Background: an optimization exercise with open tools, aiming at small area, a short achievable clock period and few clock cycles per item. Do not read the settings as production practice.
Only simulation tests tie the RTL to the original design; equivalence was not proved.
Power is estimated from default activity; no workload was simulated.

// fft16_digit_reverse_buf
module fft16_digit_reverse_buf #(
    parameter int DATA_W = 32,
    parameter int N      = 16
) (
    input  logic                  clk,
    input  logic                  rst_n,
    input  logic                  in_valid,
    output logic                  in_ready,
    input  logic [DATA_W-1:0]     in_re,
    input  logic [DATA_W-1:0]     in_im,
    output logic                  out_valid,
    input  logic                  out_ready,
    output logic [DATA_W-1:0]     out_re,
    output logic [DATA_W-1:0]     out_im,
    output logic [3:0]            out_idx,
    output logic                  out_last
);
    localparam int NS  = fft16_pkg::NSLOT;
    localparam int PHW = fft16_pkg::PHW;
    localparam int DW  = 2 * DATA_W;
    logic [PHW-1:0] wph_q, rph_q, wph_inc, rph_inc;    
    logic [3:0]     wcnt_q, rcnt_q, wcnt_inc, rcnt_inc;
    logic [NS-1:0]  t_q, t_d;                           
    logic [NS-1:0]  wsel_q, wsel_d, rsel_q, rsel_d;
    logic           fa_q;                               
    logic           avail_q, avail_d;                   
    logic           byp_q, byp_d;                       
    logic           full_q, full_d;
    logic           nq_q, np_q, nq_d, np_d, fa_d;       
    logic           aw, bw, ar, br, awr, bwr;
    logic           out_valid_q, out_valid_d;
    logic [3:0]     out_idx_q;
  ...
==> module fft16_digit_reverse_buf, before the edit <==
module fft16_digit_reverse_buf #(
    parameter int DATA_W = 32,
    parameter int N      = 16
) (
    input  logic                  clk,
    input  logic                  rst_n,
    input  logic                  in_valid,
    output logic                  in_ready,
    input  logic [DATA_W-1:0]     in_re,
    input  logic [DATA_W-1:0]     in_im,
    output logic                  out_valid,
    input  logic                  out_ready,
    output logic [DATA_W-1:0]     out_re,
    output logic [DATA_W-1:0]     out_im,
    output logic [3:0]            out_idx,
    output logic                  out_last
);
    localparam int NS  = fft16_pkg::NSLOT;
    localparam int PHW = fft16_pkg::PHW;
    localparam int DW  = 2 * DATA_W;
    logic [PHW-1:0] wph_q, rph_q, wph_inc, rph_inc;    
    logic [3:0]     wcnt_q, rcnt_q, wcnt_inc, rcnt_inc;
    logic [NS-1:0]  t_q, t_d;                           
    logic [NS-1:0]  wsel_q, wsel_d, rsel_q, rsel_d;
    logic           fa_q;                               
    logic           avail_q, avail_d;                   
    logic           byp_q, byp_d;                       
    logic           full_q, full_d;
    logic           nq_q, np_q, nq_d, np_d, fa_d;       
    logic           aw, bw, ar, br, awr, bwr;
    logic           out_valid_q, out_valid_d;
    logic [3:0]     out_idx_q;
    logic           out_last_q;
    logic [DW-1:0]  out_q, rd_data;
    logic           wr_fire, can_load, rd_load, in_ready_c;
    assign can_load   = !out_valid_q || out_ready;
    assign in_ready_c = !np_q || (!nq_q && out_ready);
    assign wr_fire    = in_valid && in_ready_c;
    assign rd_load    = can_load && (avail_q || (byp_q && wr_fire));
    assign wcnt_inc = wcnt_q + 4'd1;
    assign rcnt_inc = rcnt_q + 4'd1;
    assign wph_inc  = (wcnt_q != 4'(N - 1)) ? wph_q : (wph_q == PHW'(fft16_pkg::NPH - 1)) ? '0 : wph_q + 1'b1;
    assign rph_inc  = (rcnt_q != 4'(N - 1)) ? rph_q : (rph_q == PHW'(fft16_pkg::NPH - 1)) ? '0 : rph_q + 1'b1;
    always_comb begin
        aw  = fft16_pkg::avail_w(t_q, rcnt_q);
        bw  = fft16_pkg::byp_w(t_q, rcnt_q);
        ar  = fft16_pkg::avail_r(t_q, rcnt_q);
        br  = fft16_pkg::byp_r(t_q, rcnt_q);
        awr = fft16_pkg::avail_wr(t_q, rcnt_q);
        bwr = fft16_pkg::byp_wr(t_q, rcnt_q);
        case ({wr_fire, rd_load})
            2'b10: begin
                t_d     = {t_q[NS-2:0], 1'b1};
                full_d  = t_q[NS-2];
                avail_d = aw;
                byp_d   = bw;
                nq_d    = !(aw || bw);
                np_d    = t_q[NS-2] && ((out_valid_q && !out_ready) || !(aw || bw));
                fa_d    = t_q[NS-2] && aw;
            end
            2'b01: begin
                t_d     = {1'b0, t_q[NS-1:1]};
                full_d  = 1'b0;
                avail_d = ar;
                byp_d   = br;
                nq_d    = !(ar || br);
                np_d    = 1'b0;
                fa_d    = 1'b0;
            end
            2'b11: begin
                t_d     = t_q;
                full_d  = full_q;
                avail_d = awr;
                byp_d   = bwr;
                nq_d    = !(awr || bwr);
                np_d    = full_q;
                fa_d    = full_q && awr;
            end
            default: begin
                t_d     = t_q;
                full_d  = full_q;
                avail_d = avail_q;
                byp_d   = byp_q;
                nq_d    = nq_q;
                np_d    = full_q && ((out_valid_q && !out_ready) || nq_q);
                fa_d    = fa_q;
            end
        endcase
        out_valid_d = can_load ? rd_load : out_valid_q;
        wsel_d = wr_fire ? fft16_pkg::wr_slot_nxt(wph_q, wcnt_q) : fft16_pkg::wr_slot(wph_q, wcnt_q);
        if (full_d) wsel_d = '0;
        rsel_d = rd_load ? fft16_pkg::rd_slot_nxt(rph_q, rcnt_q) : fft16_pkg::rd_slot(rph_q, rcnt_q);
    end
    fft16_bank_ram #(.W(DW), .NS(NS)) u_pool (
        .clk   (clk),
        .wsel  (wsel_q | (rsel_q & {NS{fa_q && can_load}})),
        .wdata ({in_re, in_im}),
        .rsel  (rsel_q),
        .rdata (rd_data)
    );
    always_ff @(posedge clk or negedge rst_n) begin
        if (!rst_n) begin
            wph_q       <= '0;
            wcnt_q      <= '0;
            rph_q       <= '0;
            rcnt_q      <= '0;
            t_q         <= '0;
            fa_q        <= 1'b0;
            avail_q     <= 1'b0;
            byp_q       <= 1'b1;
            full_q      <= 1'b0;
            nq_q        <= 1'b0;
            np_q        <= 1'b0;
            out_valid_q <= 1'b0;
        end else begin
            t_q         <= t_d;
            fa_q        <= fa_d;
            avail_q     <= avail_d;
            byp_q       <= byp_d;
            full_q      <= full_d;
            nq_q        <= nq_d;
            np_q        <= np_d;
            out_valid_q <= out_valid_d;
            if (wr_fire) begin
                wcnt_q <= wcnt_inc;
                wph_q  <= wph_inc;
            end
            if (rd_load) begin
                rcnt_q <= rcnt_inc;
                rph_q  <= rph_inc;
            end
        end
    end
    always_ff @(posedge clk) begin
        wsel_q <= wsel_d;
        rsel_q <= rsel_d;
    end
    always_ff @(posedge clk) begin
        if (can_load) begin
            out_q      <= byp_q ? {in_re, in_im} : rd_data;
            out_idx_q  <= fft16_pkg::digit_rev4(rcnt_q);
            out_last_q <= (rcnt_q == 4'(N - 1));
        end
    end
    assign in_ready  = in_ready_c;
    assign out_valid = out_valid_q;
    assign out_re    = out_q[DW-1:DATA_W];
    assign out_im    = out_q[DATA_W-1:0];
    assign out_idx   = out_idx_q;
    assign out_last  = out_last_q;
endmodule
Settings: LEC_CHECK=0, CAP_MARGIN=20, CORE_MARGIN=2, CORE_UTILIZATION=65, CTS_CLUSTER_DIAMETER=100, CTS_CLUSTER_SIZE=30, SETUP_SLACK_MARGIN=1.8, SLEW_MARGIN=20; clock period 4.0 ns.
standard.sh (not shown) runs the stock make flow with config.mk's settings and CLKGATE_MAP_FILE= SYNTH_SCRIPT=/design/flow/synth_recipe.tcl, a recipe that flattens the netlist after the stock synthesis.
==> flow/flow/run.sh <==
#!/bin/bash
# The standard layout (the standard.sh: ORFS synthesis to final layout), with one change:
# the input and output port buffers are plain sky130_fd_sc_hd__buf_2 cells instead of the
# delay cells buffer_ports picks by default. Every port still gets its own buffer.
# make's full output goes to standard.log in the work folder; ORFS's per-step logs stay under
# orfs/logs/.
set -euo pipefail
export BUFFER_PORTS_ARGS="-buffer_cell sky130_fd_sc_hd__buf_2"
bash standard.sh finish > standard.log 2>&1
Testbench counts at the start, summed over its fixed seeds: cycles 7,347, items 6,144.
==> next run, changes <==
--- a/flow/design.v
+++ b/flow/design.v
@@ -482,15 +482,15 @@
         case (k)
             4'd0: byp_w = 1'b0;
-            4'd1: byp_w = (t[1] && !t[2]);
-            4'd2: byp_w = (t[4] && !t[5]);
+            4'd1: byp_w = 1'b0;
+            4'd2: byp_w = 1'b0;
             4'd3: byp_w = (t[7] && !t[8]);
             4'd4: byp_w = 1'b0;
             4'd5: byp_w = 1'b0;
-            4'd6: byp_w = (t[1] && !t[2]);
-            4'd7: byp_w = (t[4] && !t[5]);
+            4'd6: byp_w = 1'b0;
+            4'd7: byp_w = 1'b0;
             4'd8: byp_w = 1'b0;
             4'd9: byp_w = 1'b0;
             4'd10: byp_w = 1'b0;
-            4'd11: byp_w = (t[1] && !t[2]);
+            4'd11: byp_w = 1'b0;
             4'd12: byp_w = 1'b0;
             4'd13: byp_w = 1'b0;
@@ -502,20 +502,20 @@
     function automatic logic byp_r(input logic [NSLOT-1:0] t, input logic [3:0] k);
         case (k)
-            4'd0: byp_r = (t[3] && !t[4]);
-            4'd1: byp_r = (t[6] && !t[7]);
+            4'd0: byp_r = 1'b0;
+            4'd1: byp_r = 1'b0;
             4'd2: byp_r = 1'b0;
             4'd3: byp_r = 1'b0;
-            4'd4: byp_r = (t[0] && !t[1]);
-            4'd5: byp_r = (t[3] && !t[4]);
-            4'd6: byp_r = (t[6] && !t[7]);
+            4'd4: byp_r = 1'b0;
+            4'd5: byp_r = 1'b0;
+            4'd6: byp_r = 1'b0;
             4'd7: byp_r = 1'b0;
             4'd8: byp_r = 1'b0;
-            4'd9: byp_r = (t[0] && !t[1]);
-            4'd10: byp_r = (t[3] && !t[4]);
+            4'd9: byp_r = 1'b0;
+            4'd10: byp_r = 1'b0;
             4'd11: byp_r = 1'b0;
             4'd12: byp_r = 1'b0;
             4'd13: byp_r = 1'b0;
-            4'd14: byp_r = (t[0] && !t[1]);
-            4'd15: byp_r = (t[0] && !t[1]);
+            4'd14: byp_r = 1'b0;
+            4'd15: byp_r = 1'b0;
             default: byp_r = 1'b0;
         endcase
@@ -523,20 +523,20 @@
     function automatic logic byp_wr(input logic [NSLOT-1:0] t, input logic [3:0] k);
         case (k)
-            4'd0: byp_wr = (t[2] && !t[3]);
-            4'd1: byp_wr = (t[5] && !t[6]);
+            4'd0: byp_wr = 1'b0;
+            4'd1: byp_wr = 1'b0;
             4'd2: byp_wr = t[8];
             4'd3: byp_wr = 1'b0;
-            4'd4: byp_wr = !t[0];
-            4'd5: byp_wr = (t[2] && !t[3]);
-            4'd6: byp_wr = (t[5] && !t[6]);
+            4'd4: byp_wr = 1'b0;
+            4'd5: byp_wr = 1'b0;
+            4'd6: byp_wr = 1'b0;
             4'd7: byp_wr = 1'b0;
             4'd8: byp_wr = 1'b0;
-            4'd9: byp_wr = !t[0];
-            4'd10: byp_wr = (t[2] && !t[3]);
+            4'd9: byp_wr = 1'b0;
+            4'd10: byp_wr = 1'b0;
             4'd11: byp_wr = 1'b0;
             4'd12: byp_wr = 1'b0;
             4'd13: byp_wr = 1'b0;
-            4'd14: byp_wr = !t[0];
-            4'd15: byp_wr = !t[0];
+            4'd14: byp_wr = 1'b0;
+            4'd15: byp_wr = 1'b0;
             default: byp_wr = 1'b0;
         endcase
@@ -675,7 +675,7 @@
             fa_q        <= 1'b0;
             avail_q     <= 1'b0;
-            byp_q       <= 1'b1;
+            byp_q       <= 1'b0;
             full_q      <= 1'b0;
-            nq_q        <= 1'b0;
+            nq_q        <= 1'b1;
             np_q        <= 1'b0;
             out_valid_q <= 1'b0;
@@ -705,5 +705,5 @@
     always_ff @(posedge clk) begin
         if (can_load) begin
-            out_q      <= byp_q ? {in_re, in_im} : rd_data;
+            out_q      <= rd_data | ({DW{byp_q}} & {in_re, in_im});
             out_idx_q  <= fft16_pkg::digit_rev4(rcnt_q);
             out_last_q <= (rcnt_q == 4'(N - 1));
Outcome: Sequential share of layout area is higher by 0.54 points; count of clock-buffer cells in the layout is higher by 11; die area is lower slightly; wire length is higher slightly; setup slack loses 0.097 ns; combinational power is lower by roughly a tenth; cell count is lower by a few percent; non-clock buffer count is lower by 4; cell area is lower slightly; maximum frequency is lower by a few percent; synthesized area is lower slightly; register-to-register slack loses 0.07 ns.
Testbench counts after the change, summed over its fixed seeds: cycles 7,347, items 6,144.

* * *

fft16_digit_reverse_buf, a different RTL version from the one above (not shown whole).
Size: roughly 690 flip-flops, roughly 140 I/O pins.
==> module fft16_digit_reverse_buf, before the edit <==
module fft16_digit_reverse_buf #(
    parameter int DATA_W = 32,
    parameter int N      = 16
) (
    input  logic                  clk,
    input  logic                  rst_n,
    input  logic                  in_valid,
    output logic                  in_ready,
    input  logic [DATA_W-1:0]     in_re,
    input  logic [DATA_W-1:0]     in_im,
    output logic                  out_valid,
    input  logic                  out_ready,
    output logic [DATA_W-1:0]     out_re,
    output logic [DATA_W-1:0]     out_im,
    output logic [3:0]            out_idx,
    output logic                  out_last
);
    localparam int NS  = fft16_pkg::NSLOT;
    localparam int PHW = fft16_pkg::PHW;
    localparam int DW  = 2 * DATA_W;
    logic [PHW-1:0] wph_q, rph_q, wph_inc, rph_inc;    
    logic [3:0]     wcnt_q, rcnt_q, wcnt_inc, rcnt_inc;
    logic [NS-1:0]  t_q, t_d;                           
    logic [NS-1:0]  wsel_q, wsel_d, rsel_q, rsel_d;
    logic           fa_q;                               
    logic           avail_q, avail_d;                   
    logic           byp_q, byp_d;                       
    logic           full_q, full_d;
    logic           nq_q, np_q, nq_d, np_d, fa_d;       
    logic           aw, bw, ar, br, awr, bwr;
    logic           out_valid_q, out_valid_d;
    logic [3:0]     out_idx_q;
    logic           out_last_q;
    logic [DW-1:0]  out_q, rd_data;
    logic           wr_fire, can_load, rd_load, in_ready_c;
    assign can_load   = !out_valid_q || out_ready;
    assign in_ready_c = !np_q || (!nq_q && out_ready);
    assign wr_fire    = in_valid && in_ready_c;
    assign rd_load    = can_load && (avail_q || (byp_q && wr_fire));
    assign wcnt_inc = wcnt_q + 4'd1;
    assign rcnt_inc = rcnt_q + 4'd1;
    assign wph_inc  = (wcnt_q != 4'(N - 1)) ? wph_q : (wph_q == PHW'(fft16_pkg::NPH - 1)) ? '0 : wph_q + 1'b1;
    assign rph_inc  = (rcnt_q != 4'(N - 1)) ? rph_q : (rph_q == PHW'(fft16_pkg::NPH - 1)) ? '0 : rph_q + 1'b1;
    always_comb begin
        aw  = fft16_pkg::avail_w(t_q, rcnt_q);
        bw  = fft16_pkg::byp_w(t_q, rcnt_q);
        ar  = fft16_pkg::avail_r(t_q, rcnt_q);
        br  = fft16_pkg::byp_r(t_q, rcnt_q);
        awr = fft16_pkg::avail_wr(t_q, rcnt_q);
        bwr = fft16_pkg::byp_wr(t_q, rcnt_q);
        case ({wr_fire, rd_load})
            2'b10: begin
                t_d     = {t_q[NS-2:0], 1'b1};
                full_d  = t_q[NS-2];
                avail_d = aw;
                byp_d   = bw;
                nq_d    = !(aw || bw);
                np_d    = t_q[NS-2] && ((out_valid_q && !out_ready) || !(aw || bw));
                fa_d    = t_q[NS-2] && aw;
            end
            2'b01: begin
                t_d     = {1'b0, t_q[NS-1:1]};
                full_d  = 1'b0;
                avail_d = ar;
                byp_d   = br;
                nq_d    = !(ar || br);
                np_d    = 1'b0;
                fa_d    = 1'b0;
            end
            2'b11: begin
                t_d     = t_q;
                full_d  = full_q;
                avail_d = awr;
                byp_d   = bwr;
                nq_d    = !(awr || bwr);
                np_d    = full_q;
                fa_d    = full_q && awr;
            end
            default: begin
                t_d     = t_q;
                full_d  = full_q;
                avail_d = avail_q;
                byp_d   = byp_q;
                nq_d    = nq_q;
                np_d    = full_q && ((out_valid_q && !out_ready) || nq_q);
                fa_d    = fa_q;
            end
        endcase
        out_valid_d = can_load ? rd_load : out_valid_q;
        wsel_d = wr_fire ? fft16_pkg::wr_slot_nxt(wph_q, wcnt_q) : fft16_pkg::wr_slot(wph_q, wcnt_q);
        if (full_d) wsel_d = '0;
        rsel_d = rd_load ? fft16_pkg::rd_slot_nxt(rph_q, rcnt_q) : fft16_pkg::rd_slot(rph_q, rcnt_q);
    end
    fft16_bank_ram #(.W(DW), .NS(NS)) u_pool (
        .clk   (clk),
        .wsel  (wsel_q | (rsel_q & {NS{fa_q && can_load}})),
        .wdata ({in_re, in_im}),
        .rsel  (rsel_q),
        .rdata (rd_data)
    );
    always_ff @(posedge clk or negedge rst_n) begin
        if (!rst_n) begin
            wph_q       <= '0;
            wcnt_q      <= '0;
            rph_q       <= '0;
            rcnt_q      <= '0;
            t_q         <= '0;
            wsel_q      <= fft16_pkg::wr_slot('0, '0);
            rsel_q      <= fft16_pkg::rd_slot('0, '0);
            fa_q        <= 1'b0;
            avail_q     <= 1'b0;
            byp_q       <= 1'b0;
            full_q      <= 1'b0;
            nq_q        <= 1'b1;
            np_q        <= 1'b0;
            out_valid_q <= 1'b0;
        end else begin
            t_q         <= t_d;
            wsel_q      <= wsel_d;
            rsel_q      <= rsel_d;
            fa_q        <= fa_d;
            avail_q     <= avail_d;
            byp_q       <= byp_d;
            full_q      <= full_d;
            nq_q        <= nq_d;
            np_q        <= np_d;
            out_valid_q <= out_valid_d;
            if (wr_fire) begin
                wcnt_q <= wcnt_inc;
                wph_q  <= wph_inc;
            end
            if (rd_load) begin
                rcnt_q <= rcnt_inc;
                rph_q  <= rph_inc;
            end
        end
    end
    always_ff @(posedge clk) begin
        if (can_load) begin
            out_q      <= rd_data | ({DW{byp_q}} & {in_re, in_im});
            out_idx_q  <= fft16_pkg::digit_rev4(rcnt_q);
            out_last_q <= (rcnt_q == 4'(N - 1));
        end
    end
    assign in_ready  = in_ready_c;
    assign out_valid = out_valid_q;
    assign out_re    = out_q[DW-1:DATA_W];
    assign out_im    = out_q[DATA_W-1:0];
    assign out_idx   = out_idx_q;
    assign out_last  = out_last_q;
endmodule
clock: 4.0 ns
lec_check: 0
cap_margin: 20
core_margin: 2
core_utilization: 65
cts_cluster_diameter: 100
cts_cluster_size: 30
setup_slack_margin: 1.75
slew_margin: 20
Scripts as last shown in full above: flow/flow/run.sh
The baseline ran to the end with no violations.
Testbench counts at the start, summed over its fixed seeds: cycles 7,347, items 6,144.
Then changed:
--- a/flow/design.v
+++ b/flow/design.v
@@ -479,67 +479,67 @@
         endcase
     endfunction
     function automatic logic byp_w(input logic [NSLOT-1:0] t, input logic [3:0] k);
         case (k)
             4'd0: byp_w = 1'b0;
-            4'd1: byp_w = 1'b0;
-            4'd2: byp_w = 1'b0;
+            4'd1: byp_w = (t[1] && !t[2]);
+            4'd2: byp_w = (t[4] && !t[5]);
             4'd3: byp_w = (t[7] && !t[8]);
             4'd4: byp_w = 1'b0;
             4'd5: byp_w = 1'b0;
-            4'd6: byp_w = 1'b0;
-            4'd7: byp_w = 1'b0;
+            4'd6: byp_w = (t[1] && !t[2]);
+            4'd7: byp_w = (t[4] && !t[5]);
             4'd8: byp_w = 1'b0;
             4'd9: byp_w = 1'b0;
             4'd10: byp_w = 1'b0;
-            4'd11: byp_w = 1'b0;
+            4'd11: byp_w = (t[1] && !t[2]);
             4'd12: byp_w = 1'b0;
             4'd13: byp_w = 1'b0;
             4'd14: byp_w = 1'b0;
             4'd15: byp_w = 1'b0;
             default: byp_w = 1'b0;
         endcase
     endfunction
     function automatic logic byp_r(input logic [NSLOT-1:0] t, input logic [3:0] k);
         case (k)
-            4'd0: byp_r = 1'b0;
-            4'd1: byp_r = 1'b0;
+            4'd0: byp_r = (t[3] && !t[4]);
+            4'd1: byp_r = (t[6] && !t[7]);
             4'd2: byp_r = 1'b0;
             4'd3: byp_r = 1'b0;
-            4'd4: byp_r = 1'b0;
-            4'd5: byp_r = 1'b0;
-            4'd6: byp_r = 1'b0;
+            4'd4: byp_r = (t[0] && !t[1]);
+            4'd5: byp_r = (t[3] && !t[4]);
+            4'd6: byp_r = (t[6] && !t[7]);
             4'd7: byp_r = 1'b0;
             4'd8: byp_r = 1'b0;
-            4'd9: byp_r = 1'b0;
-            4'd10: byp_r = 1'b0;
+            4'd9: byp_r = (t[0] && !t[1]);
+            4'd10: byp_r = (t[3] && !t[4]);
             4'd11: byp_r = 1'b0;
             4'd12: byp_r = 1'b0;
             4'd13: byp_r = 1'b0;
-            4'd14: byp_r = 1'b0;
-            4'd15: byp_r = 1'b0;
+            4'd14: byp_r = (t[0] && !t[1]);
+            4'd15: byp_r = (t[0] && !t[1]);
             default: byp_r = 1'b0;
         endcase
     endfunction
     function automatic logic byp_wr(input logic [NSLOT-1:0] t, input logic [3:0] k);
         case (k)
-            4'd0: byp_wr = 1'b0;
-            4'd1: byp_wr = 1'b0;
+            4'd0: byp_wr = (t[2] && !t[3]);
+            4'd1: byp_wr = (t[5] && !t[6]);
             4'd2: byp_wr = t[8];
             4'd3: byp_wr = 1'b0;
-            4'd4: byp_wr = 1'b0;
-            4'd5: byp_wr = 1'b0;
-            4'd6: byp_wr = 1'b0;
+            4'd4: byp_wr = !t[0];
+            4'd5: byp_wr = (t[2] && !t[3]);
+            4'd6: byp_wr = (t[5] && !t[6]);
             4'd7: byp_wr = 1'b0;
             4'd8: byp_wr = 1'b0;
-            4'd9: byp_wr = 1'b0;
-            4'd10: byp_wr = 1'b0;
+            4'd9: byp_wr = !t[0];
+            4'd10: byp_wr = (t[2] && !t[3]);
             4'd11: byp_wr = 1'b0;
             4'd12: byp_wr = 1'b0;
             4'd13: byp_wr = 1'b0;
-            4'd14: byp_wr = 1'b0;
-            4'd15: byp_wr = 1'b0;
+            4'd14: byp_wr = !t[0];
+            4'd15: byp_wr = !t[0];
             default: byp_wr = 1'b0;
         endcase
     endfunction
 endpackage
 module fft16_bank_ram #(
@@ -670,23 +670,19 @@
             wph_q       <= '0;
             wcnt_q      <= '0;
             rph_q       <= '0;
             rcnt_q      <= '0;
             t_q         <= '0;
-            wsel_q      <= fft16_pkg::wr_slot('0, '0);
-            rsel_q      <= fft16_pkg::rd_slot('0, '0);
             fa_q        <= 1'b0;
             avail_q     <= 1'b0;
-            byp_q       <= 1'b0;
+            byp_q       <= 1'b1;
             full_q      <= 1'b0;
-            nq_q        <= 1'b1;
+            nq_q        <= 1'b0;
             np_q        <= 1'b0;
             out_valid_q <= 1'b0;
         end else begin
             t_q         <= t_d;
-            wsel_q      <= wsel_d;
-            rsel_q      <= rsel_d;
             fa_q        <= fa_d;
             avail_q     <= avail_d;
             byp_q       <= byp_d;
             full_q      <= full_d;
             nq_q        <= nq_d;
@@ -701,12 +697,16 @@
                 rph_q  <= rph_inc;
             end
         end
     end
     always_ff @(posedge clk) begin
+        wsel_q <= wsel_d;
+        rsel_q <= rsel_d;
+    end
+    always_ff @(posedge clk) begin
         if (can_load) begin
-            out_q      <= rd_data | ({DW{byp_q}} & {in_re, in_im});
+            out_q      <= byp_q ? {in_re, in_im} : rd_data;
             out_idx_q  <= fft16_pkg::digit_rev4(rcnt_q);
             out_last_q <= (rcnt_q == 4'(N - 1));
         end
     end
     assign in_ready  = in_ready_c;
Cell count goes up by a few percent.
Area after synthesis hardly moves.
Hold slack gains 28 ps.
Core utilization rose by 0.26 points.
Worst setup slack gains 67 ps.
Testbench counts after the change, summed over its fixed seeds: cycles 7,347, items 6,144.

separate check: timing with driven ports:
How much do the figures lean on ideal ports? The routed layouts below were timed once more, with nothing changed but the port constraints. Step 1, drivers: a clkbuf_16 drives clk and a buf_2 each remaining input, both assumed. Step 2 also shifts input and output timing later by t, the mid clock arrival at the registers, as if the neighbouring blocks saw the same clock. a / b / c = ideal ports / drivers / drivers and shift; a / b = the first two.
run	t (ns)	setup slack, ns	slew at the worst register clock pin (ns)
the first run of note 1	0.644	1.815 / 1.800 / 1.289	0.11 / 0.11
the second run of note 1	0.650	1.718 / 1.661 / 1.285	0.12 / 0.12
the first run of note 2	0.658	1.727 / 1.727 / 1.216	0.11 / 0.11
the second run of note 2	0.646	1.794 / 1.781 / 1.293	0.11 / 0.11
After both steps every run listed still meets setup and hold. For the first run of note 1, which loses most, drivers alone change the setup slack by -0.015 ns; drivers and shift together by -0.526 ns.
